From an optimization exercise on the open Yosys and OpenROAD flow, aimed at small area; shortcuts taken in it are not production practice. Where RTL was checked, it was by simulation tests only, not by an equivalence proof against the original. Power is estimated from default activity; no workload was simulated.

== job 4669 ==
// data_mem_ctrl
module data_mem_ctrl
#(
   parameter int DATA_WIDTH = dmem_pkg::DEF_DATA_WIDTH,
   parameter int ADDR_WIDTH = dmem_pkg::DEF_ADDR_WIDTH,
   parameter int DEPTH      = 200
) (
   input  logic                    clk,
   input  logic                    rst,
   input  logic                    req_valid,
   output logic                    req_ready,
   input  logic                    req_we,
   input  logic [ADDR_WIDTH-1:0]   req_addr,
   input  logic [DATA_WIDTH-1:0]   req_wdata,
   input  logic [DATA_WIDTH/8-1:0] req_be,
   output logic                    rsp_valid,
   output logic [DATA_WIDTH-1:0]   rsp_rdata,
   output logic                    rsp_err,
   output logic                    init_done,
   output logic                    rsp_perr
);
   localparam int LN = DATA_WIDTH / 8;
   logic [7:0] clr_cnt_q;
   logic       run_q;
   logic       rsp_valid_q;
   logic       rsp_err_q;
   logic       accept_s;
   logic       oor_s;
   assign accept_s = req_valid && run_q;
   assign oor_s    = (req_addr >= ADDR_WIDTH'(DEPTH));
   always_ff @(posedge clk or posedge rst) begin
      if (rst) begin
         clr_cnt_q   <= '0;
         run_q       <= 1'b0;
         rsp_valid_q <= 1'b0;
         rsp_err_q   <= 1'b0;
      end else begin
         rsp_valid_q <= accept_s && !req_we;
         rsp_err_q   <= accept_s && oor_s;
         if (!run_q) begin
            clr_cnt_q <= clr_cnt_q + 8'd1;
            if (clr_cnt_q == 8'(DEPTH - 1)) run_q <= 1'b1;
         end
      end
   end
   dmem_ram_array #(
      .DATA_WIDTH (DATA_WIDTH),
      .ADDR_WIDTH (ADDR_WIDTH),
      .DEPTH      (DEPTH)
   ) u_ram (
      .clk     (clk),
      .rst     (rst),
      .run_i   (run_q),
      .we_i    (accept_s && req_we),
      .re_i    (accept_s && !req_we),
  ...
For scale: ~10,000 cells after synthesis, ~3,200 flip-flops.
==> flow/config.mk <==
export PLATFORM = sky130hd
export DESIGN_NAME = data_mem_ctrl
export DESIGN_NICKNAME = data_mem_ctrl
export VERILOG_FILES = /design/flow/design.v
export SDC_FILE = /design/flow/constraint.sdc
export NUM_CORES = 4
export LEC_CHECK = 0
export CAP_MARGIN = 20
export CORE_MARGIN = 2
export CORE_UTILIZATION = 60
export PLACE_DENSITY = 0.75
export SLEW_MARGIN = 20
export SYNTH_HIERARCHICAL = 1
==> flow/constraint.sdc <==
create_clock -name core_clock -period 6.0 [get_ports {clk}]
set_input_delay 1.2000 -clock core_clock [delete_from_list [all_inputs] [get_ports {clk}]]
set_output_delay 1.2000 -clock core_clock [all_outputs]
set_load 0.01 [all_outputs]
standard.sh (not shown) runs the stock make flow with config.mk's settings and CLKGATE_MAP_FILE= SYNTH_SCRIPT=/design/flow/synth_recipe.tcl, a recipe that flattens the netlist after the stock synthesis.
==> flow/flow/run.sh <==
#!/bin/bash
# The standard layout (standard.sh), with clock tree synthesis run
# without dummy loads, on clkbuf_16 leaf buffers with larger sink clusters.
# The full output of the ORFS run goes to standard.log in this folder; ORFS
# keeps each tool's own log under orfs/logs/.
set -euo pipefail
export CTS_ARGS="-sink_clustering_enable -repair_clock_nets -dont_use_dummy_load -sink_clustering_size 28 -sink_clustering_max_diameter 100 -buf_list sky130_fd_sc_hd__clkbuf_16"
bash standard.sh > standard.log 2>&1
Job 4669 | status: complete | timing, DRC, antenna: pass
Modified inputs, job 4961 compared to job 4669
- an added CTS_CLUSTER_DIAMETER of 50
- a change of CORE_UTILIZATION from 60 to 50
- an added CTS_CLUSTER_SIZE of 20
- a deleted PLACE_DENSITY that had been 0.75
- an added CTS_BUF_LIST of sky130_fd_sc_hd__clkbuf_16
==> flow/run.sh (new file) <==
#!/bin/bash
# synth_recipe.tcl (not shown) runs the flow's synth.tcl, then flattens the netlist and writes it again
# the make line also repeats each setting of config.mk as NAME=value (left out here)
make -C /OpenROAD-flow-scripts/flow DESIGN_CONFIG=/design/flow/config.mk WORK_HOME=/design/flow/orfs CLKGATE_MAP_FILE= SYNTH_SCRIPT=/design/flow/synth_recipe.tcl finish
removed: flow/flow/run.sh
removed: flow/standard.sh
Results
- Against job 4669 as the reference, job 4961 delivers a higher cell area after layout.
- Of the two candidates, job 4669 has the better clock skew and job 4961 the worse one.
- Sort job 4669 and job 4961 by actual slew at the worst max-slew pin, descending, and job 4669 comes first.
- The overall via count from detail_route was comparable across job 4669 and job 4961.
- sky130_fd_sc_hd__nor4_1 as the standard cell with the maximum stage delay on the critical path was reported by job 4669, and sky130_fd_sc_hd__nor4_2 by job 4961.
- Job 4961 vs job 4669 — clock network fraction of design power rose 15 points.
- Changes observed in job 4961 relative to job 4669: global-route usage down 4.2 points; ratio of cells with drive above 1 in the final layout has increased; number of synthesized flops with an enable pin essentially unchanged; relative area of non-clock buffer cells in the final design went down; time the final worst path needs with I/O delays and setup shrank by 0.37 ns.

---

v28:
Another version of the RTL of data_mem_ctrl (not shown whole).
Size: about 51 I/O pins, ~0.12 mm2 of cells after synthesis.
clock: 6.0 ns
lec_check: 0
cap_margin: 5
core_margin: 2
core_utilization: 55
cts_buf_list: sky130_fd_sc_hd__clkbuf_4 sky130_fd_sc_hd__clkbuf_8
cts_cluster_diameter: 60
cts_cluster_size: 30
place_density: 0.65
slew_margin: 5
run.sh (not shown) runs the stock make flow with config.mk's settings and CLKGATE_MAP_FILE= SYNTH_SCRIPT=/design/flow/synth_recipe.tcl, a recipe that flattens the netlist after the stock synthesis.
Stock flow here: none of the scripts above is used.
The log for v28 ends in 5_1_grt with error GRT-0116, so the run never completed.
## Diff of input files: v18 against v28
Settings: setting GPL_TIMING_DRIVEN to 0 for the first time; removing PLACE_DENSITY (formerly 0.65); changing CORE_UTILIZATION from 55 to 50.
Results
In the summary table, v18 is marked failed, with error GRT-0116 raised in 5_1_grt. In v18, count of buffers inserted at the top-level ports is lower than in v28. On total setup buffers inserted after CTS, the lower figure sits with v28, not v18. Diff v18..v28 | post-synthesis adder-cell area fraction | unchanged. Changes observed in v18 relative to v28: area after detailed placement +5.0%; total CTS buffers climbed 3.8%.
Function was not checked in any run of this note: the RTL went through the layout flow alone.

port drivers added, routing unchanged:
Ports are ideal in the flow. The routed layouts listed here were re-timed in OpenROAD. Step 1, drivers: a clkbuf_16 drives clk and a buf_2 each remaining input, both assumed. Step 2 moves the port delays by t, midway between the first and last clock arrival at a register: inputs arrive t later, outputs are due t later. That takes back most of the time a late clock gives input paths. Slacks: no drivers / after step 1 / after step 2; pairs: no drivers / after step 1.
| run | shift t [ns] | setup slack, ns | hold slack, ns | worst data-port slew with drivers (ns) | pins driven straight from the clock port |
|---|---|---|---|---|---|
| job 4669 | 0.921 | 0.446 / 0.508 / -0.414 | 0.489 / 0.489 / 0.489 | 0.10 | 1 |
| job 4961 | 1.032 | 0.812 / 0.883 / -0.149 | 0.479 / 0.479 / 0.479 | 0.07 | 1 |
With both steps, setup timing fails in job 4669 and job 4961, where it was met with ideal ports. For job 4961, which loses most, drivers alone change the setup slack by +0.071 ns; drivers and shift together by -0.961 ns.
